From an optimization exercise on the open Yosys and OpenROAD flow, aimed at small area; shortcuts taken in it are not production practice.
The RTL of this run was laid out without a check of its function.
Power is estimated from default activity; no workload was simulated.

File: design/flow/design.v
package motion_pkg;
    typedef logic [32-1:0] word_t;
    typedef logic [4-1:0] reg_adr_t;
    typedef logic signed [32-1:0] velocity_t;
    typedef logic [32-1:0] phase_t;
    typedef logic signed [32-1:0] position_t;
    function automatic word_t dec(input word_t a);
        logic b;
        b = 1'b1;
        for (int i = 0; i < 32; i++) begin
            dec[i] = a[i] ^ b;
            b      = b & ~a[i];
        end
    endfunction
    function automatic word_t inc(input word_t a);
        logic c;
        c = 1'b1;
        for (int i = 0; i < 32; i++) begin
            inc[i] = a[i] ^ c;
            c      = c & a[i];
        end
    endfunction
    function automatic word_t incdec(input word_t a, input logic dn);
        logic c;
        c = 1'b1;
        for (int i = 0; i < 32; i++) begin
            incdec[i] = a[i] ^ c;
            c         = c & (a[i] ^ dn);
        end
    endfunction
    function automatic logic [32:0] add(input word_t a, input word_t b,
                                                    input logic ci);
        logic c;
        c = ci;
        for (int i = 0; i < 32; i++) begin
            add[i] = a[i] ^ b[i] ^ c;
            c      = (a[i] & b[i]) | (c & (a[i] ^ b[i]));
        end
        add[32] = c;
    endfunction
endpackage
`timescale 1ns/1ns
module motion_regs (
    input  logic                     clk,
    input  logic                     rst,
    input  logic                     wb_cyc,
    input  logic                     wb_stb,
    input  logic                     wb_we,
    input  motion_pkg::reg_adr_t     wb_adr,
    input  motion_pkg::word_t        wb_wdata,
    input  logic                     busy,
    input  logic                     done,
    input  logic                     abort,
    input  logic                     es_level,
    input  motion_pkg::position_t    pos0,
    input  motion_pkg::position_t    pos1,
    output motion_pkg::word_t        wb_rdata,
    output logic                     wb_ack,
    output motion_pkg::word_t        dt,
    output motion_pkg::word_t        steps,
    output motion_pkg::velocity_t    vel0,
    output motion_pkg::velocity_t    vel1,
    output motion_pkg::word_t        pulse_n,
    output logic                     start,
    output logic                     abort_en,
    output logic                     es_pol,
    output logic                     irq,
    output logic [2-1:0]  ctrl_inv,
    output logic [2-1:0]  axis_en
);
    motion_pkg::word_t ctrl;
    motion_pkg::word_t wdata;
    logic [3:0]        st_q;         
    logic              done_st;
    logic              aborted_st;
    logic              req;
    logic              wr_en;
    assign req   = wb_cyc & wb_stb & ~wb_ack;
    assign wr_en = wb_cyc & wb_stb & wb_we & wb_ack;  
    assign wdata = wb_wdata & {32{~rst}};
    always_comb begin
        case (wb_adr)
            4'd0:   wb_rdata = ctrl;
            4'd1:     wb_rdata = dt;
            4'd2:  wb_rdata = steps;
            4'd3:   wb_rdata = vel0;
            4'd4:   wb_rdata = vel1;
            4'd5:  wb_rdata = pulse_n;
            4'd6: wb_rdata = {28'd0, st_q};
            4'd7:   wb_rdata = pos0;
            4'd8:   wb_rdata = pos1;
            default:     wb_rdata = '0;
        endcase
    end
    always_ff @(posedge clk) begin
        st_q <= {es_level, aborted_st, done_st, busy};
    end
    always_ff @(posedge clk) begin
        wb_ack <= req & ~rst;
        start  <= wr_en & (wb_adr == 4'd9) & ~rst;
    end
    always_ff @(posedge clk) begin
        if (rst | (wr_en & (wb_adr == 4'd0)))  ctrl    <= wdata;
        if (rst | (wr_en & (wb_adr == 4'd1)))    dt      <= wdata;
        if (rst | (wr_en & (wb_adr == 4'd2))) steps   <= wdata;
        if (rst | (wr_en & (wb_adr == 4'd3)))  vel0    <= wdata;
        if (rst | (wr_en & (wb_adr == 4'd4)))  vel1    <= wdata;
        if (rst | (wr_en & (wb_adr == 4'd5))) pulse_n <= wdata;
    end
    always_ff @(posedge clk) begin
        if (rst) begin
            done_st    <= 1'b0;
            aborted_st <= 1'b0;
        end else begin
            if (wr_en && (wb_adr == 4'd6)) begin
                done_st    <= 1'b0;
                aborted_st <= 1'b0;
            end
            if (done) done_st <= 1'b1;
            if (abort && busy) aborted_st <= 1'b1;
        end
    end
    assign irq      = done_st | aborted_st;
    assign axis_en  = {ctrl[1], ctrl[0]};
    assign ctrl_inv = {ctrl[3], ctrl[2]};
    assign abort_en = ctrl[4];
    assign es_pol   = ctrl[5];
endmodule
`timescale 1ns/1ns
module step_tick_gen (
    input  logic               clk,
    input  logic               rst,
    input  logic               start,
    input  logic               abort,
    input  motion_pkg::word_t  dt,
    input  motion_pkg::word_t  steps,
    output logic               tick,
    output logic               busy,
    output logic               done
);
    motion_pkg::word_t dt_q;       
    motion_pkg::word_t cnt_n;      
    motion_pkg::word_t remain_n;   
    logic              launch;
    logic              more;
    logic              fire;
    assign launch = start & ~busy & ~done;
    assign more   = ~&remain_n;
    assign fire   = busy & ~abort & more & (&cnt_n[31:1]);
    always_ff @(posedge clk) begin
        if (rst) begin
            busy <= 1'b0;
            done <= 1'b0;
            tick <= 1'b0;
        end else begin
            busy <= launch | (busy & ~abort & more);
            done <= busy & ~abort & ~more;
            tick <= fire;
        end
    end
    always_ff @(posedge clk) begin
        if (launch) begin
            dt_q     <= dt;
            remain_n <= ~steps;
        end else if (fire) begin
            remain_n <= motion_pkg::inc(remain_n);
        end
        if (launch)    cnt_n <= ~dt;
        else if (fire) cnt_n <= ~dt_q;
        else           cnt_n <= motion_pkg::inc(cnt_n);
    end
endmodule
`timescale 1ns/1ns
module axis_rate_gen (
    input  logic                   clk,
    input  logic                   rst,
    input  logic                   start,
    input  logic                   tick,
    input  logic                   enable,
    input  logic                   invert,
    input  motion_pkg::velocity_t  vel,
    output logic                   step_req,
    output logic                   step_dir,
    output motion_pkg::position_t  pos
);
    motion_pkg::phase_t phase;
    logic [32:0]        sum;         
    logic               neg;
    logic               neg_q;
    assign neg = vel[31];
    assign sum = motion_pkg::add(phase, vel ^ {32{neg}}, neg);
    always_ff @(posedge clk) begin
        if (start)               phase <= '0;
        else if (tick && enable) phase <= sum[31:0];
        step_req <= tick & enable & ~start & sum[32] & ~rst;
        step_dir <= ~neg ^ invert;   
        neg_q    <= neg;
    end
    always_ff @(posedge clk) begin
        if (rst)           pos <= '0;
        else if (step_req) pos <= motion_pkg::incdec(pos, neg_q);
    end
endmodule
`timescale 1ns/1ns
module step_pulse_gen (
    input  logic               clk,
    input  logic               rst,
    input  logic               step_req,
    input  logic               step_dir,
    input  motion_pkg::word_t  pulse_n,
    output logic               step,
    output logic               dir
);
    logic              setup1;   
    logic              setup2;   
    motion_pkg::word_t cnt_n;    
    always_ff @(posedge clk) begin
        if (rst) begin
            setup1 <= 1'b0;
            setup2 <= 1'b0;
            step   <= 1'b0;
            dir    <= 1'b0;
        end else begin
            setup1 <= step_req;
            setup2 <= setup1 & ~step_req;
            if (step_req) dir <= step_dir;
            if (!step_req) begin
                if (setup2)                                 step <= 1'b1;
                else if (!setup1 && (&cnt_n[31:1]))      step <= 1'b0;
            end
        end
    end
    always_ff @(posedge clk) begin
        if (setup2) cnt_n <= ~pulse_n;
        else        cnt_n <= motion_pkg::inc(cnt_n);
    end
endmodule
`timescale 1ns/1ns
module endstop_guard (
    input  logic  clk,
    input  logic  rst,
    input  logic  endstop,
    input  logic  es_pol,
    input  logic  abort_en,
    output logic  es_level,
    output logic  abort
);
    logic       sync_a;
    logic       sync_b;
    logic [1:0] db_cnt;    
    always_ff @(posedge clk) begin
        if (rst) begin
            sync_a <= 1'b0;
            sync_b <= 1'b0;
        end else begin
            sync_a <= endstop;
            sync_b <= sync_a;
        end
    end
    always_ff @(posedge clk) begin
        if (rst) begin
            es_level <= 1'b0;
        end else if (sync_b != es_level && db_cnt == 2'(4 - 1)) begin
            es_level <= sync_b;
        end
    end
    always_ff @(posedge clk) begin
        if (rst || sync_b == es_level) db_cnt <= '0;
        else                           db_cnt <= db_cnt + 1'b1;
    end
    assign abort = abort_en & (es_level == es_pol);
endmodule
`timescale 1ns/1ns
module motion_top (
    input  logic                     clk,
    input  logic                     rst,
    input  logic                     wb_cyc,
    input  logic                     wb_stb,
    input  logic                     wb_we,
    input  motion_pkg::reg_adr_t     wb_adr,
    input  motion_pkg::word_t        wb_wdata,
    output motion_pkg::word_t        wb_rdata,
    output logic                     wb_ack,
    input  logic                     endstop,
    output logic [2-1:0]  mot_step,
    output logic [2-1:0]  mot_dir,
    output logic [2-1:0]  mot_enable,
    output logic                     irq
);
    motion_pkg::word_t      dt;
    motion_pkg::word_t      steps;
    motion_pkg::word_t      pulse_n;
    motion_pkg::velocity_t  vel0;
    motion_pkg::velocity_t  vel1;
    motion_pkg::position_t  pos0;
    motion_pkg::position_t  pos1;
    logic                   start;
    logic                   tick;
    logic                   busy;
    logic                   done;
    logic                   abort;
    logic                   abort_en;
    logic                   es_pol;
    logic                   es_level;
    logic [2-1:0] ctrl_inv;
    logic [2-1:0] axis_en;
    logic [2-1:0] step_req;
    logic [2-1:0] step_dir;
    assign mot_enable = ~axis_en;    
    motion_regs i_motion_regs (
        .clk(clk), .rst(rst),
        .wb_cyc(wb_cyc), .wb_stb(wb_stb), .wb_we(wb_we),
        .wb_adr(wb_adr), .wb_wdata(wb_wdata),
        .busy(busy), .done(done), .abort(abort), .es_level(es_level),
        .pos0(pos0), .pos1(pos1),
        .wb_rdata(wb_rdata), .wb_ack(wb_ack),
        .dt(dt), .steps(steps), .vel0(vel0), .vel1(vel1), .pulse_n(pulse_n),
        .start(start), .abort_en(abort_en), .es_pol(es_pol), .irq(irq),
        .ctrl_inv(ctrl_inv), .axis_en(axis_en)
    );
    step_tick_gen i_step_tick_gen (
        .clk(clk), .rst(rst), .start(start), .abort(abort),
        .dt(dt), .steps(steps),
        .tick(tick), .busy(busy), .done(done)
    );
    endstop_guard i_endstop_guard (
        .clk(clk), .rst(rst), .endstop(endstop), .es_pol(es_pol),
        .abort_en(abort_en), .es_level(es_level), .abort(abort)
    );
    axis_rate_gen i_axis_rate_gen_0 (
        .clk(clk), .rst(rst), .start(start), .tick(tick),
        .enable(axis_en[0]), .invert(ctrl_inv[0]), .vel(vel0),
        .step_req(step_req[0]), .step_dir(step_dir[0]), .pos(pos0)
    );
    axis_rate_gen i_axis_rate_gen_1 (
        .clk(clk), .rst(rst), .start(start), .tick(tick),
        .enable(axis_en[1]), .invert(ctrl_inv[1]), .vel(vel1),
        .step_req(step_req[1]), .step_dir(step_dir[1]), .pos(pos1)
    );
    step_pulse_gen i_step_pulse_gen_0 (
        .clk(clk), .rst(rst), .step_req(step_req[0]), .step_dir(step_dir[0]),
        .pulse_n(pulse_n), .step(mot_step[0]), .dir(mot_dir[0])
    );
    step_pulse_gen i_step_pulse_gen_1 (
        .clk(clk), .rst(rst), .step_req(step_req[1]), .step_dir(step_dir[1]),
        .pulse_n(pulse_n), .step(mot_step[1]), .dir(mot_dir[1])
    );
endmodule
File: design/flow/run.sh
#!/bin/bash
# synth_recipe.tcl (not shown) runs the flow's synth.tcl, then flattens the netlist and writes it again
# the make line also repeats each setting of config.mk as NAME=value (left out here)
make -C /OpenROAD-flow-scripts/flow DESIGN_CONFIG=/design/flow/config.mk WORK_HOME=/design/flow/orfs CLKGATE_MAP_FILE= SYNTH_SCRIPT=/design/flow/synth_recipe.tcl finish
File: design/flow/config.mk
export PLATFORM = sky130hd
export DESIGN_NAME = motion_top
export DESIGN_NICKNAME = motion_top
export VERILOG_FILES = /design/flow/design.v
export SDC_FILE = /design/flow/constraint.sdc
export NUM_CORES = 4
export LEC_CHECK = 0
export CAP_MARGIN = 20
export CORE_MARGIN = 2
export CORE_UTILIZATION = 40
export SLEW_MARGIN = 20
File: design/flow/constraint.sdc
create_clock -name core_clock -period 10.0 [get_ports {clk}]
set_input_delay 2.0000 -clock core_clock [delete_from_list [all_inputs] [get_ports {clk}]]
set_output_delay 2.0000 -clock core_clock [all_outputs]
set_load 0.01 [all_outputs]
==> results.txt <==
worst max path at each step:
stage,from,end,slack [ps],cells past startpoint
finish,i_motion_regs.vel1[31]$_DFFE_PP_,i_axis_rate_gen_1.phase[31]$_SDFFE_PP0P_,-1760,37
detailed placement,i_motion_regs.vel1[31]$_DFFE_PP_,i_axis_rate_gen_1.phase[31]$_SDFFE_PP0P_,-1780,37
global route,i_motion_regs.vel1[31]$_DFFE_PP_,i_axis_rate_gen_1.phase[31]$_SDFFE_PP0P_,-2010,37
global placement,i_motion_regs.vel1[31]$_DFFE_PP_,i_axis_rate_gen_1.phase[31]$_SDFFE_PP0P_,-1670,37
floorplan,i_motion_regs.vel0[31]$_DFFE_PP_,i_axis_rate_gen_0.phase[31]$_SDFFE_PP0P_,-1430,39
CTS,i_motion_regs.vel1[31]$_DFFE_PP_,i_axis_rate_gen_1.phase[31]$_SDFFE_PP0P_,-1770,37
cells in the final DEF, fill, tap and decap left out, drive strengths merged, types with 80 or more instances in the layout:
cell,instances
clkbuf,81
clkdlybuf4s50,80
nor2,134
dfxtp,254
ha,123
o21ai,87
edfxtp,256
xnor2,84
a22oi,150
inv,112
flip-flops by register name (all words and copies together), names as in the netlist, 2 cells and up:
name / flops
i_axis_rate_gen_0.phase: 32
i_motion_regs.vel0: 32
i_step_tick_gen.dt_q: 32
i_motion_regs.vel1: 32
i_step_tick_gen.cnt_n: 32
i_axis_rate_gen_1.pos: 32
i_motion_regs.dt: 32
i_axis_rate_gen_0.pos: 32
i_motion_regs.ctrl: 32
i_motion_regs.steps: 32
i_motion_regs.pulse_n: 32
i_step_pulse_gen_0.cnt_n: 32
i_step_tick_gen.remain_n: 32
i_axis_rate_gen_1.phase: 32
i_motion_regs.st_q: 4
i_step_pulse_gen_1.cnt_n: 32
i_endstop_guard.db_cnt: 2
layer usage:
metal,part of all wire,global-route usage,vias up,wire [um]
met5,0,0,-,0
met4,0.026,0.0655,0,1780
met3,0.065,0.0288,102,4360
met2,0.46,0.353,556,31200
met1,0.45,0.311,8228,29900
li1,-,-,7569,-
power by group through the flow:
stage,Clock (mW),Sequential [mW],Combinational [mW]
after detailed placement,0,2.50,0.605
after global routing,2.18,2.47,0.695
after floorplan,0,2.45,0.414
final,2.07,2.46,0.608
after CTS,2.10,2.46,0.613
after global placement,0,2.49,0.577
cell type report:
class | instances | share of cell area
Multi-Input combinational cell | 1267 | 0.375
Antenna cell | 1 | 0.0000912
Inverter | 111 | 0.0152
Clock inverter | 19 | 0.00898
Timing Repair Buffer | 127 | 0.0428
Sequential cell | 510 | 0.466
Tap cell | 773 | 0.0352
Clock buffer | 81 | 0.0571
per-stage QoR:
step           utilization  hold slack [ps]
6_report             0.466              374
3_5_place_dp         0.434              361
3_3_place_gp         0.434              360
5_1_grt              0.466              385
2_1_floorplan            -              344
4_1_cts              0.465              368
worst register-to-register path: cells and delay by family (launching register included):
kind / cells / cell delay [ps]
xor gates and xnor gates: 1 / 180
adders and majority gates: 31 / 10620
muxes: 1 / 120
and+or+nand+nor: 1 / 60
buffers and inverters: 3 / 180
DFF: 1 / 450
kinds of logic after synthesis:
group | after synthesis | synth area share
DFF | 510 | 0.537
AOI/OAI and AO/OA | 450 | 0.128
and+or+nand+nor | 450 | 0.106
buffers and inverters | 254 | 0.0418
adders and majority gates | 183 | 0.115
xor gates and xnor gates | 111 | 0.0409
muxes | 73 | 0.0312
repair_timing:
item,in CTS,in global routing
setup buffers,1,0
resized for setup,3,2
endpoints found under the setup margin,14,15
endpoints found under the hold margin,0,0
==> impl_metrics.csv <==
group,metric,value,unit
cells_and_area,area_growth,15.4,%
setup_path,worstPathArrival,12210,ps
hold_path,min_path_cells,0,
pwr,power.total,5.13,mW
timing,setup_viol,14,
clock_network,hold_buffers,0,
die,core,0.0589,mm^2
setup_path,rr_worst_depth,37,
pwr,ir_drop,0.119,mV
setup_path,r2r-end,"i_axis_rate_gen_1.phase[31]$_SDFFE_PP0P_",
route,drtIter0Drc,1651,
timing,hold_violations,0,
cells_and_area,design_area,0.0274,mm^2
pwr,p_int,3.86,mW
synthesis,synth_cell_type_count,61,
cells_and_area,instances_no_fill,2889,
setup_path,worstSetupPathType,"reg2reg",
pwr,combinationalPowerShare,0.118,
synthesis,synth.most_common_cell,"edfxtp_1",
timing,fin_ws,-1760,ps
place,place_area,0.0256,mm^2
flow_run,drv_cap,0,
clock_network,clk_latency,610,ps
timing,relSlewSlack,0.275,
pwr,pwr_density_cell,187,mW/mm^2
cells_and_area,regArea,0.0128,mm^2
die,rows,89,
cells_and_area,multi_input_area,0.0103,mm^2
synthesis,synth_top_area_share,0.323,
place,dp_slack,-1780,ps
pwr,power.share.clock,0.403,
die,io_pins,82,
synthesis,synth_edf_count,256,
clock_network,clk_pin_slew,60,ps
setup_path,critPathBufInv,3,
clock_network,root_buffer,"clkbuf_16",
synthesis,synth-seq-cells,510,
die,die_area,0.0614,mm^2
setup_path,end_kind,"register",
global_routing,grt_max_degree,67,
hold_path,min_to,"i_motion_regs.st_q[2]$_DFF_P_",
synthesis,ys_warn_count,5,
place,post-dp-hpwl,47.5,mm
clock_network,cts.path.max_buffers,3,
cells_and_area,num-fill-cells,5229,
global_routing,grt_overflow,0,
pwr,switching_share,0.248,
setup_path,rrSetupSlack,-1760,ps
die,fp.dieW,248,um
setup_path,timing.rr.start,"i_motion_regs.vel1[31]$_DFFE_PP_",
synthesis,synth-seq-area-share,0.537,
cells_and_area,nNetsFinal,2295,
timing,slew_violations,0,
outcome,check.faults,"negative setup slack",
timing,tightest_slew,1090,ps
setup_path,critical_path.max_fanout,3,
synthesis,syn_area,0.0238,mm^2
clock_network,cts_tree,"built",
place,place_congestion,0.855,
outcome,status,"failed layout checks",
route,antenna_left,0,
global_routing,grt_usage,0.220,
synthesis,synthArstFlopShare,0,
setup_path,cpPeakStageDelay,450,ps
setup_path,cp_top_family,"adder cells",
setup_path,slowest_stage,"edfxtp_1",
route,wirelength,67.3,mm
synthesis,synth_fp_nets,2256,
place,place_inst,2787,
hold_path,hold_class,"reg2reg",
synthesis,synth_common_cells,"edfxtp_1 (256), dfxtp_1 (254), a22oi_1 (150), nor2_1 (134), ha_1 (123)",
global_routing,antenna_found_initial,1,
clock_network,cts_buffers,53,
route,vias_per_cell,5.70,
cells_and_area,final_layout_size_suffix_gt1_frac,0.113,
global_routing,grt_first_pass_wirelength,101,mm
synthesis,synth_flop_cell,"edfxtp_1",
clock_network,cts.sinks,510,
setup_path,setup.worst_path.start_class,"register",
timing,clock_skew,18.5,ps
setup_path,worstPathRequired,10460,ps
pwr,seqPwrFrac,0.479,
timing,period_needed,11760,ps
timing,tns,-15500,ps
synthesis,synthTopCellsByArea,"edfxtp_1 (32%), dfxtp_1 (21%), ha_1 (6.5%), fa_1 (5.0%), a22oi_1 (4.7%)",
pwr,switchingPower,1.27,mW
timing,period_share,1.18,
hold_path,min-delay-start,"i_motion_regs.aborted_st$_SDFFE_PP0P_",
die,initial_core_util,0.404,
route,wl_per_cell,23.3,um
die,die_y,248,um
route,vias,16500,
timing,fmax,85.0,MHz
global_routing,grt_pass1_vias,16000,
clock_network,h-tree-depth,2,
synthesis,syn_inst,2031,
timing,rsz0062_at_grt,"yes",
route,drtPass1Iterations,5,
synthesis,yosysTopAreaCell,"edfxtp_1",
pwr,power_leakage,9.86,nW
route,drc,0,
setup_path,critPathMostFrequentCell,"fa_2",
synthesis,syn_area_per_cell,11.7,um^2
place,portBuffers,81,

[afterwards: timing with drivers on the ports]
No port has a modelled driver above. Below, the same layout with a new extraction and two added sets of constraints.
Step 1 assumes that a clkbuf_16 drives the clock port and a buf_2 every other input.
Step 2 adds t to the input delays and takes it off the output delays; t is the mean of the earliest and latest rising clock arrival at the registers after step 1. Input paths then give back, and output paths get back, about the clock's delay inside the block.
Slacks: ideal / step 1 / step 2; pairs: ideal / step 1.
shift t [ns]: 0.657
setup slack, ns: -1.759 / -1.759 / -1.759
latest minus earliest clock arrival (ns): 0.019 / 0.019
worst register clock-pin slew, ns: 0.06 / 0.06
worst data-port slew with drivers (ns): 0.07
For this run, drivers alone change the setup slack by 0.000 ns; drivers and shift together by 0.000 ns.
